This design comes from an exercise in tuning for small area, a short achievable clock period and few clock cycles per item on the open sky130 flow, not from production work.
In this exercise RTL edits were held to simulation tests only and were not proved equivalent to the original.

## flow/design.v (module list and top-level ports; edited modules follow where they fit)
// module srgbxyz_fa: 11 lines
// module srgbxyz_ha: 10 lines
// module srgb_to_xyz_pixel_converter: 1873 lines
module srgb_to_xyz_pixel_converter
(
    input  logic   clk,
    input  logic   rst_n,
    input  logic   pix_valid,
    output logic   pix_stall,
    input  srgbxyz_pkg::pixel_t pix,
    output logic   xyz_valid,
    input  logic   xyz_stall,
    output srgbxyz_pkg::xyz_t   xyz
);
  // ...
==> flow/run.sh <==
#!/bin/bash
# synth_recipe.tcl (not shown) runs the flow's synth.tcl, then flattens the netlist and writes it again
# the make line also repeats each setting of config.mk as NAME=value (left out here)
make -C /OpenROAD-flow-scripts/flow DESIGN_CONFIG=/design/flow/config.mk WORK_HOME=/design/flow/orfs CLKGATE_MAP_FILE= SYNTH_SCRIPT=/design/flow/synth_recipe.tcl finish
==> flow/config.mk <==
export PLATFORM = sky130hd
export DESIGN_NAME = srgb_to_xyz_pixel_converter
export DESIGN_NICKNAME = srgb_to_xyz_pixel_converter
export VERILOG_FILES = /design/flow/design.v
export SDC_FILE = /design/flow/constraint.sdc
export NUM_CORES = 4
export LEC_CHECK = 0
export CAP_MARGIN = 20
export CORE_MARGIN = 2
export CORE_UTILIZATION = 40
export SETUP_SLACK_MARGIN = 5
export SLEW_MARGIN = 20
export SYNTH_HIERARCHICAL = 1
export TNS_END_PERCENT = 100
==> flow/constraint.sdc <==
create_clock -name core_clock -period 9.0 [get_ports {clk}]
set_input_delay 1.8000 -clock core_clock [delete_from_list [all_inputs] [get_ports {clk}]]
set_output_delay 1.8000 -clock core_clock [all_outputs]
set_load 0.01 [all_outputs]
==> load_flow_metrics.sql, run 1 <==
INSERT INTO impl_metrics (metric_group, metric, value, unit) VALUES
('global_routing', 'grt.busiest_layer', 'met2', ''),
('finish', 'layout.cell_area.non_filler', '44900', 'um2'),
('finish', 'multi_input_area_share', '0.661', ''),
('placed_design', 'finalWeightedCongestion', '0.987', ''),
('worst_setup_path', 'startpoint', 'xyz_stall', ''),
('worst_setup_path', 'worst-path-max-fanout', '2', ''),
('synthesis', 'synthesis.area_per_instance', '10.8', 'um2'),
('routing', 'routed_wirelength', '145000', 'um'),
('floorplan', 'number_of_tap_cells_added_at_floorplan', '1357', ''),
('worst_setup_path', 'timing.critical_path.max_delay_family', 'buffers and inverters', ''),
('min_path', 'timing.hold.worst.start', 'v2', ''),
('synthesis', 'post_synth_xor_area_fraction', '0.00906', ''),
('worst_setup_path', 'cpMaxStageDelayCell', 'sky130_fd_sc_hd__buf_4', ''),
('routing', 'dr.pass1.iters', '6', ''),
('synthesis', 'synth-simple-area-share', '0.0932', ''),
('global_routing', 'use_met1', '0.378', ''),
('outcome', 'outcome', 'timing/DRC/antenna clean', ''),
('finish', 'seq_area', '8960', 'um2'),
('finish', 'non_clock_inverter_count', '297', ''),
('worst_setup_path', 'path_depth', '4', ''),
('synthesis', 'synth_top_area_share', '0.390', ''),
('worst_setup_path', 'ff2ff_path_depth', '9', ''),
('finish', 'layout.nets', '4849', ''),
('finish', 'largest_reg_flops', '45', '');
Testbench counts, summed over its fixed seeds: cycles 32,032, items 32,000.
==> inputs of run 2 (changes only) <==
--- a/flow/config.mk
+++ b/flow/config.mk
@@ -10,2 +10,4 @@
 export CORE_UTILIZATION = 40
+export CTS_CLUSTER_DIAMETER = 100
+export CTS_CLUSTER_SIZE = 30
 export SETUP_SLACK_MARGIN = 5
==> run 2 against run 1 <==
  * Still clean on timing, DRC and antenna
  * Count of clock-buffer cells in the layout shrank 17
  * Non-clock buffer count is the same
  * Clock skew shrank 1.5 ps
  * Via count shrank 0.62%
  * Hold slack gained 12 ps
  * Cell count shrank 0.58%
  * Critical path depth is the same
  * Utilization shrank 0.29 points
  * Die area is the same
  * Critical path type unchanged
  * Largest cell class unchanged
==> load_flow_metrics.sql, run 2 <==
INSERT INTO impl_metrics (metric_group, metric, value, unit) VALUES
('finish', 'final_common_cell', 'sky130_fd_sc_hd__fa_1', ''),
('clock_network', 'cts_made_buffers', '24', ''),
('finish', 'multiInputGateArea', '29700', 'um2'),
('routing', 'routed_wirelength', '144000', 'um'),
('clock_network', 'tritoncts_num_sinks', '299', ''),
('floorplan', 'initial_utilization', '0.405', ''),
('timing', 'grt_setup_unrepaired', 'true', ''),
('timing', 'worst-slew-pin-transition', '1240', 'ps'),
('finish', 'layoutNonFillerInstCount', '5167', ''),
('finish', 'fillerInstances', '9490', ''),
('routing', 'antenna_left', '0', ''),
('placed_design', 'finalWeightedCongestion', '0.987', ''),
('finish', 'layout.nets', '4832', ''),
('placed_design', 'numPortBuffers', '74', ''),
('synthesis', 'synth_top_area_share', '0.390', ''),
('min_path', 'worstHoldPathType', 'reg -> reg', ''),
('synthesis', 'synth_area', '40600', 'um2'),
('synthesis', 'post_synth_xor_area_fraction', '0.00906', ''),
('synthesis', 'synthesis.nets', '4800', ''),
('outcome', 'outcome', 'timing/DRC/antenna clean', ''),
('global_routing', 'global_route.usage.total', '0.280', ''),
('synthesis', 'synth-simple-area-share', '0.0932', ''),
('synthesis', 'post_synth_main_area_contributors', 'sky130_fd_sc_hd__fa_1 39%, sky130_fd_sc_hd__edfxtp_1 22%, sky130_fd_sc_hd__ha_1 6.8%, sky130_fd_sc_hd__o21ai_0 3.2%, sky130_fd_sc_hd__a21oi_1 3.0%', ''),
('global_routing', 'antenna_found_initial', '4', ''),
('synthesis', 'synth_flop_cell', 'sky130_fd_sc_hd__edfxtp_1', ''),
('worst_setup_path', 'critical_path_class', 'in -> out', ''),
('finish', 'drive_gt1_frac', '0.0785', ''),
('timing', 'report.final.slew_viol_count', '0', ''),
('clock_network', 'clk_latency', '630', 'ps'),
('synthesis', 'synth.yosys.warnings', '7', ''),
('worst_setup_path', 'timing.critical_path.max_delay_family', 'buffers and inverters', ''),
('timing', 'hold_viol', '0', ''),
('worst_setup_path', 'cp.arrival', '2300', 'ps'),
('placed_design', 'dp.cells', '5071', ''),
('flow_run', 'count_of_max_cap_constraint_violations', '0', ''),
('routing', 'avgViaCountPerCell', '6.17', ''),
('synthesis', 'synth_top_area_cell', 'sky130_fd_sc_hd__fa_1', ''),
('finish', 'most-common-layout-cells', '789 x sky130_fd_sc_hd__fa_1, 318 x sky130_fd_sc_hd__nor2_1, 295 x sky130_fd_sc_hd__edfxtp_1', ''),
('synthesis', 'count_of_cell_types_in_the_netlist', '83', ''),
('worst_setup_path', 'timing.critical_path.to_type', 'output port', ''),
('synthesis', 'synthesis.instances', '3760', ''),
('floorplan', 'die_w', '323', 'um'),
('synthesis', 'synth_compound_gate_area_share', '0.158', ''),
('routing', 'dr.pass1.iters', '7', ''),
('global_routing', 'global_route.overflow_total', '0', ''),
('routing', 'route.vias.total', '31900', ''),
('clock_network', 'cts_hold_buf', '0', ''),
('routing', 'route.detailed.drc', '0', ''),
('routing', 'avg_wl_per_cell', '27.9', 'um'),
('worst_setup_path', 'worstPathBufferInverterCount', '3', ''),
('synthesis', 'synth.mux.area_fraction', '0.00792', ''),
('timing', 'max_clock_freq', '0.244', 'GHz'),
('worst_setup_path', 'max_incr_delay_on_cp', '140', 'ps'),
('synthesis', 'yosysMostFrequentCell', 'sky130_fd_sc_hd__fa_1', ''),
('synthesis', 'synth.top_cells.by_count', '791 x sky130_fd_sc_hd__fa_1, 319 x sky130_fd_sc_hd__nor2_1, 295 x sky130_fd_sc_hd__edfxtp_1', ''),
('placed_design', 'dpl.hpwl', '99900', 'um'),
('clock_network', 'worst_setup_hold_path_clk_slew', '110', 'ps'),
('worst_setup_path', 'crit_path_start_kind', 'input pin', ''),
('global_routing', 'grt_start_max_net_pins', '144', ''),
('routing', 'first_iter_violations', '4071', ''),
('clock_network', 'number_of_h_tree_levels', '1', ''),
('synthesis', 'synth_edf_count', '295', ''),
('timing', 'final_total_negative_setup_slack', '0', 'ps'),
('synthesis', 'synthesis.area_per_instance', '10.8', 'um2'),
('finish', 'largest_reg_flops', '45', ''),
('timing', 'period_utilization', '0.455', ''),
('timing', 'slew_headroom', '0.168', ''),
('floorplan', 'std_cell_rows', '116', ''),
('worst_setup_path', 'path_cells', 'buf_4 > nand2_8 > inv_2 > clkbuf_2', ''),
('worst_setup_path', 'worst-path-max-fanout', '2', ''),
('floorplan', 'chipHeight', '323', 'um'),
('floorplan', 'coreArea', '100000', 'um2'),
('clock_network', 'clock_root_buffer', 'sky130_fd_sc_hd__clkbuf_16', ''),
('timing', 'final.min_clock_period', '4100', 'ps'),
('synthesis', 'ys_seq_elements', '299', ''),
('clock_network', 'clk_path_buf_depth', '3', ''),
('global_routing', 'grt_pass1_vias', '33100', ''),
('floorplan', 'io_pins', '75', ''),
('worst_setup_path', 'cpMaxStageDelayCell', 'sky130_fd_sc_hd__buf_4', ''),
('synthesis', 'synth_async_sr_flop_share', '0.0134', ''),
('finish', 'seq_area', '8960', 'um2'),
('timing', 'finClkSkew', '38.7', 'ps'),
('clock_network', 'clock_tree_from_tritoncts', 'done', ''),
('synthesis', 'main_combinational_cell_family_by_area_after_synthesis', 'adder cells', ''),
('global_routing', 'grt_pass1_wl', '216000', 'um'),
('timing', 'report.final.setup_viol', '0', ''),
('floorplan', 'die_area', '104000', 'um2'),
('worst_setup_path', 'crit_required', '7200', 'ps'),
('worst_setup_path', 'reg2reg_setup_slack', '5020', 'ps'),
('finish', 'relative_area_change_from_synthesis_to_final_layout', '9.85', '%'),
('synthesis', 'seq_area_frac_synth', '0.221', ''),
('synthesis', 'synth_fa_ha_area_frac', '0.461', '');
==> run 2: changes by cell type in the layout (fill, tap and decap cells not counted), sizes merged <==
cell	change
buf	-1
bufinv	-2
clkbuf	-16
clkinv	-18
clkinvlp	-3
inv	+10
==> run 2: final cells by class <==
type / instances / share of cell area
clock inverters: 18 / 0.00800
repair buffers: 237 / 0.0464
inverters: 297 / 0.0269
well taps: 1357 / 0.0381
multi-input cells: 2933 / 0.666
flip-flops and latches: 299 / 0.201
diodes: 1 / 0.0000561
clock buffers: 25 / 0.0140
==> run 2: cells by family (layout without fill, tap and decap cells) <==
kind of cell	Yosys count	count (layout)
flops	299	299
simple gates	855	856
mux	24	24
buf+inv	529	577
other cells	0	1
compound gates	987	987
fa+ha+maj	1024	1024
xor+xnor	42	42
==> run 2: repair_timing <==
item / in CTS / in global routing
buffers inserted: 15 / 36
endpoints found under the setup margin: 33 / 58
pin swaps: 1 / 0
gates resized for setup: 18 / 44
gates cloned: 1 / 0
==> run 2: metal layers <==
layer  part of all wire  GRT usage
met4              0.052      0.126
met5           0.000056          0
met2               0.45      0.435
met3               0.10     0.0571
met1               0.40      0.378
==> run 2: final timing paths <==
check / start / end / depth (start not counted)
worst max-delay path: xyz_stall / pix_stall / 4
worst min-delay path: v2 / v3 / 1
min in group asynchronous: rst_n / v0 / 1
worst max register to register: lb[7] / ca1_q[15] / 7
max in group asynchronous: rst_n / v1 / 1
worst min register to register: v2 / v3 / 1
==> run 2: stage by stage <==
step / util / hold slack (ps) / cell area [um2] / worst slack [ps]
2_1_floorplan: - / 430 / 40600 / 4020
3_3_place_gp: 0.429 / 443 / 43000 / 3790
3_5_place_dp: 0.429 / 445 / 43000 / 3810
4_1_cts: 0.440 / 470 / 44200 / 4740
5_1_grt: 0.445 / 509 / 44600 / 4870
6_report: 0.445 / 465 / 44600 / 4900
==> run 2: per-module statistics from Yosys, one instance, submodules excluded <==
module | copies in the design | cells inside | flip-flops and latches | area, um2
srgb_to_xyz_pixel_converter | 1 | 2919 | 299 | 24200
srgbxyz_fa | 785 | 1 | 0 | 20.0
srgbxyz_ha | 56 | 1 | 0 | 12.5
==> inputs of run 3 (changes only) <==
--- a/flow/config.mk
+++ b/flow/config.mk
@@ -9,5 +9,3 @@
 export CORE_MARGIN = 2
-export CORE_UTILIZATION = 40
-export CTS_CLUSTER_DIAMETER = 100
-export CTS_CLUSTER_SIZE = 30
+export CORE_UTILIZATION = 60
 export SETUP_SLACK_MARGIN = 5
==> run 3 against run 2 <==
  * Still clean
  * Setup slack better by 68 ps
  * Flip-flop and latch count stayed put
  * Fmax is 1.7% higher
  * Global-route usage is 15 points higher
  * Clock skew is 8.9 ps lower
  * Critical path depth stayed put
  * Hold slack better by 54 ps
  * Critical endpoint unchanged
  * Largest cell class unchanged
  * Highest routed layer unchanged
==> load_flow_metrics.sql, run 3 <==
INSERT INTO impl_metrics (metric_group, metric, value, unit) VALUES
('routing', 'first_iter_violations', '5071', ''),
('synthesis', 'synth_compound_gate_area_share', '0.158', ''),
('placed_design', 'place_worst_setup_slack', '3830', 'ps'),
('timing', 'hold_viol', '0', ''),
('routing', 'm1WireLength', '50500', 'um'),
('timing', 'finClkSkew', '29.8', 'ps'),
('min_path', 'holdPathStages', '1', ''),
('timing', 'grt_setup_unrepaired', 'true', ''),
('finish', 'largest_reg_flops', '45', ''),
('min_path', 'end_point_of_the_worst_hold_path', 'v1', ''),
('finish', 'most-common-layout-cells', '789 x sky130_fd_sc_hd__fa_1, 319 x sky130_fd_sc_hd__nor2_1, 295 x sky130_fd_sc_hd__edfxtp_1', ''),
('finish', 'drive_gt1_frac', '0.0807', ''),
('global_routing', 'antenna_found_initial', '0', ''),
('clock_network', 'clk_latency', '600', 'ps'),
('synthesis', 'synthesis.nets', '4800', ''),
('synthesis', 'synthesis.area_per_instance', '10.8', 'um2'),
('outcome', 'outcome', 'timing/DRC/antenna clean', ''),
('floorplan', 'chipHeight', '264', 'um'),
('timing', 'report.final.slew_viol_count', '0', ''),
('routing', 'route.detailed.drc', '0', ''),
('synthesis', 'main_combinational_cell_family_by_area_after_synthesis', 'adder cells', ''),
('synthesis', 'yosysMostFrequentCell', 'sky130_fd_sc_hd__fa_1', ''),
('synthesis', 'seq_area_frac_synth', '0.221', ''),
('worst_setup_path', 'ff2ff_path_depth', '7', ''),
('finish', 'final_core_utilization', '0.659', ''),
('min_path', 'timing.hold.worst.start', 'v1', ''),
('clock_network', 'cts_hold_buf', '0', ''),
('timing', 'report.final.setup_viol', '0', ''),
('synthesis', 'ys_seq_elements', '299', ''),
('placed_design', 'finalWeightedCongestion', '1.06', ''),
('synthesis', 'synthesis.instances', '3760', ''),
('synthesis', 'synth.mux.area_fraction', '0.00792', ''),
('timing', 'least_setup_slack_across_all_paths_after_layout', '4970', 'ps'),
('synthesis', 'synth_top_area_share', '0.390', ''),
('finish', 'relative_area_change_from_synthesis_to_final_layout', '8.86', '%'),
('synthesis', 'synth_fa_ha_area_frac', '0.461', ''),
('synthesis', 'synth_async_sr_flop_share', '0.0134', ''),
('min_path', 'worstHoldPathType', 'reg -> reg', ''),
('floorplan', 'coreArea', '67000', 'um2'),
('synthesis', 'synth_top_area_cell', 'sky130_fd_sc_hd__fa_1', ''),
('timing', 'slew_headroom', '0.154', ''),
('global_routing', 'global_route.overflow_total', '0', ''),
('placed_design', 'dpl.hpwl', '101000', 'um'),
('worst_setup_path', 'critical_path_class', 'in -> out', ''),
('clock_network', 'clock_tree_from_tritoncts', 'done', ''),
('synthesis', 'synth.top_cells.by_count', '791 x sky130_fd_sc_hd__fa_1, 319 x sky130_fd_sc_hd__nor2_1, 295 x sky130_fd_sc_hd__edfxtp_1', ''),
('timing', 'worst-slew-pin-transition', '1260', 'ps'),
('routing', 'routed_wirelength', '147000', 'um'),
('clock_network', 'number_of_h_tree_levels', '2', ''),
('synthesis', 'synth_flop_cell', 'sky130_fd_sc_hd__edfxtp_1', ''),
('routing', 'topRoutingLayerUsed', 'met5', ''),
('worst_setup_path', 'worst-path-max-fanout', '3', ''),
('floorplan', 'die_area', '69700', 'um2'),
('timing', 'final.min_clock_period', '4030', 'ps'),
('clock_network', 'tritoncts_num_sinks', '299', ''),
('worst_setup_path', 'crit_path_start_kind', 'input pin', ''),
('floorplan', 'std_cell_rows', '95', ''),
('clock_network', 'cts_made_buffers', '37', ''),
('flow_run', 'count_of_max_cap_constraint_violations', '0', ''),
('timing', 'period_utilization', '0.448', ''),
('routing', 'avg_wl_per_cell', '31.3', 'um'),
('synthesis', 'synth.yosys.warnings', '7', ''),
('worst_setup_path', 'regToRegEndpoint', 'ca1_q[17]', ''),
('timing', 'max_clock_freq', '0.248', 'GHz'),
('global_routing', 'grt_pass1_vias', '35400', ''),
('global_routing', 'grt_start_max_net_pins', '127', ''),
('worst_setup_path', 'crit_required', '7200', 'ps'),
('worst_setup_path', 'cp.arrival', '2230', 'ps'),
('worst_setup_path', 'reg2reg_setup_slack', '5020', 'ps'),
('worst_setup_path', 'reg2reg_from', 'lb[10]', ''),
('clock_network', 'clk_path_buf_depth', '3', ''),
('synthesis', 'synth-simple-area-share', '0.0932', ''),
('worst_setup_path', 'timing.critical_path.to_type', 'output port', ''),
('clock_network', 'worst_setup_hold_path_clk_slew', '50', 'ps'),
('floorplan', 'die_w', '264', 'um'),
('placed_design', 'numPortBuffers', '74', ''),
('routing', 'route.vias.total', '33800', ''),
('global_routing', 'grt_pass1_wl', '220000', 'um'),
('finish', 'layout.nets', '4844', ''),
('synthesis', 'post_synth_xor_area_fraction', '0.00906', ''),
('synthesis', 'synth_area', '40600', 'um2'),
('timing', 'holdWs', '519', 'ps'),
('synthesis', 'count_of_cell_types_in_the_netlist', '83', ''),
('timing', 'final_total_negative_setup_slack', '0', 'ps'),
('routing', 'antenna_left', '0', ''),
('global_routing', 'global_route.usage.total', '0.426', ''),
('routing', 'met2RoutedLength', '66000', 'um'),
('synthesis', 'synth_edf_count', '295', ''),
('routing', 'avgViaCountPerCell', '7.19', ''),
('finish', 'final_common_cell', 'sky130_fd_sc_hd__fa_1', ''),
('floorplan', 'initial_utilization', '0.605', ''),
('routing', 'dr.pass1.iters', '9', ''),
('clock_network', 'clock_root_buffer', 'sky130_fd_sc_hd__clkbuf_16', ''),
('synthesis', 'post_synth_main_area_contributors', 'sky130_fd_sc_hd__fa_1 39%, sky130_fd_sc_hd__edfxtp_1 22%, sky130_fd_sc_hd__ha_1 6.8%, sky130_fd_sc_hd__o21ai_0 3.2%, sky130_fd_sc_hd__a21oi_1 3.0%', ''),
('floorplan', 'io_pins', '75', ''),
('routing', 'met3_wirelength', '19800', 'um');
## run 3: cell type report
cell class | instances | area [um2]
Fill cell | 4929 | 22900
Tap cell | 873 | 1090
Clock inverter | 23 | 218
Inverter | 297 | 1210
Antenna cell | 1 | 2.50
Clock buffer | 43 | 948
Multi-Input combinational cell | 2933 | 29700
Timing Repair Buffer | 236 | 2080
Sequential cell | 299 | 8960
## run 3: worst max path at each step
stage | startpoint | end | depth (start not counted)
floorplan | xyz_stall | pix_stall | 2
global placement | xyz_stall | pix_stall | 4
detailed placement | xyz_stall | pix_stall | 4
CTS | xyz_stall | pix_stall | 4
global route | xyz_stall | pix_stall | 4
finish | xyz_stall | pix_stall | 4
## run 3: through the flow
stage / instance area, um2 / cells
floorplan: 40600 / 3760
global placement: 42400 / 4586
detailed placement: 42400 / 4586
CTS: 43700 / 4663
global route: 44200 / 4704
finish: 44200 / 4705
## run 3: Yosys stat by module (local to each module, per instance)
module	copies in the design	cells inside
srgb_to_xyz_pixel_converter	1	2919
srgbxyz_fa	785	1
srgbxyz_ha	56	1
## run 3: cells by family after synthesis
family,Yosys count
simple gates,855
fa+ha+maj,1024
buf+inv,529
flops,299
compound gates,987
xor+xnor,42
mux,24
## run 3: worst max-delay path: stages
cell and delay [ps]:
sky130_fd_sc_hd__buf_12 110, sky130_fd_sc_hd__nand2_8 130, sky130_fd_sc_hd__clkinv_4 70, sky130_fd_sc_hd__buf_6 120
## run 3: timing repair
item / 4_1_cts / 5_1_grt
setup buffers: 10 / 41
pin swaps: 1 / 0
setup endpoints to repair: 11 / 55
cloned: 1 / 0
resized for setup: 25 / 47
## run 3: per-layer routing
layer,track usage,vias up
li1,-,13300
met1,0.543,16700
met2,0.648,3054
met3,0.119,762
met4,0.265,2
met5,0.00624,-

static timing again, ports no longer ideal:
The flow's constraints put no driver on any port. The routed layouts listed below were extracted and timed again, unchanged, in two steps.
Step 1, drivers: a clkbuf_16 drives clk and a buf_2 each remaining input, both assumed.
Step 2 also shifts input and output timing later by t, the mid clock arrival at the registers, as if the neighbouring blocks saw the same clock.
a / b / c = no drivers / after step 1 / after step 2; a / b = the first two.
run	t (ns)	setup WS [ns]	worst hold slack (ns)	slew at the worst register clock pin (ns)	cell pins on the clock port's net
run 1	0.689	4.920 / 4.888 / 4.888	0.453 / 0.453 / 0.453	0.08 / 0.08	1
run 2	0.678	4.904 / 4.873 / 4.873	0.465 / 0.465 / 0.465	0.11 / 0.11	1
run 3	0.649	4.972 / 4.903 / 4.903	0.519 / 0.519 / 0.519	0.07 / 0.07	1
After both steps setup and hold are still met in every run listed. For run 3, which loses most, drivers alone change the setup slack by -0.069 ns; drivers and shift together by -0.069 ns.
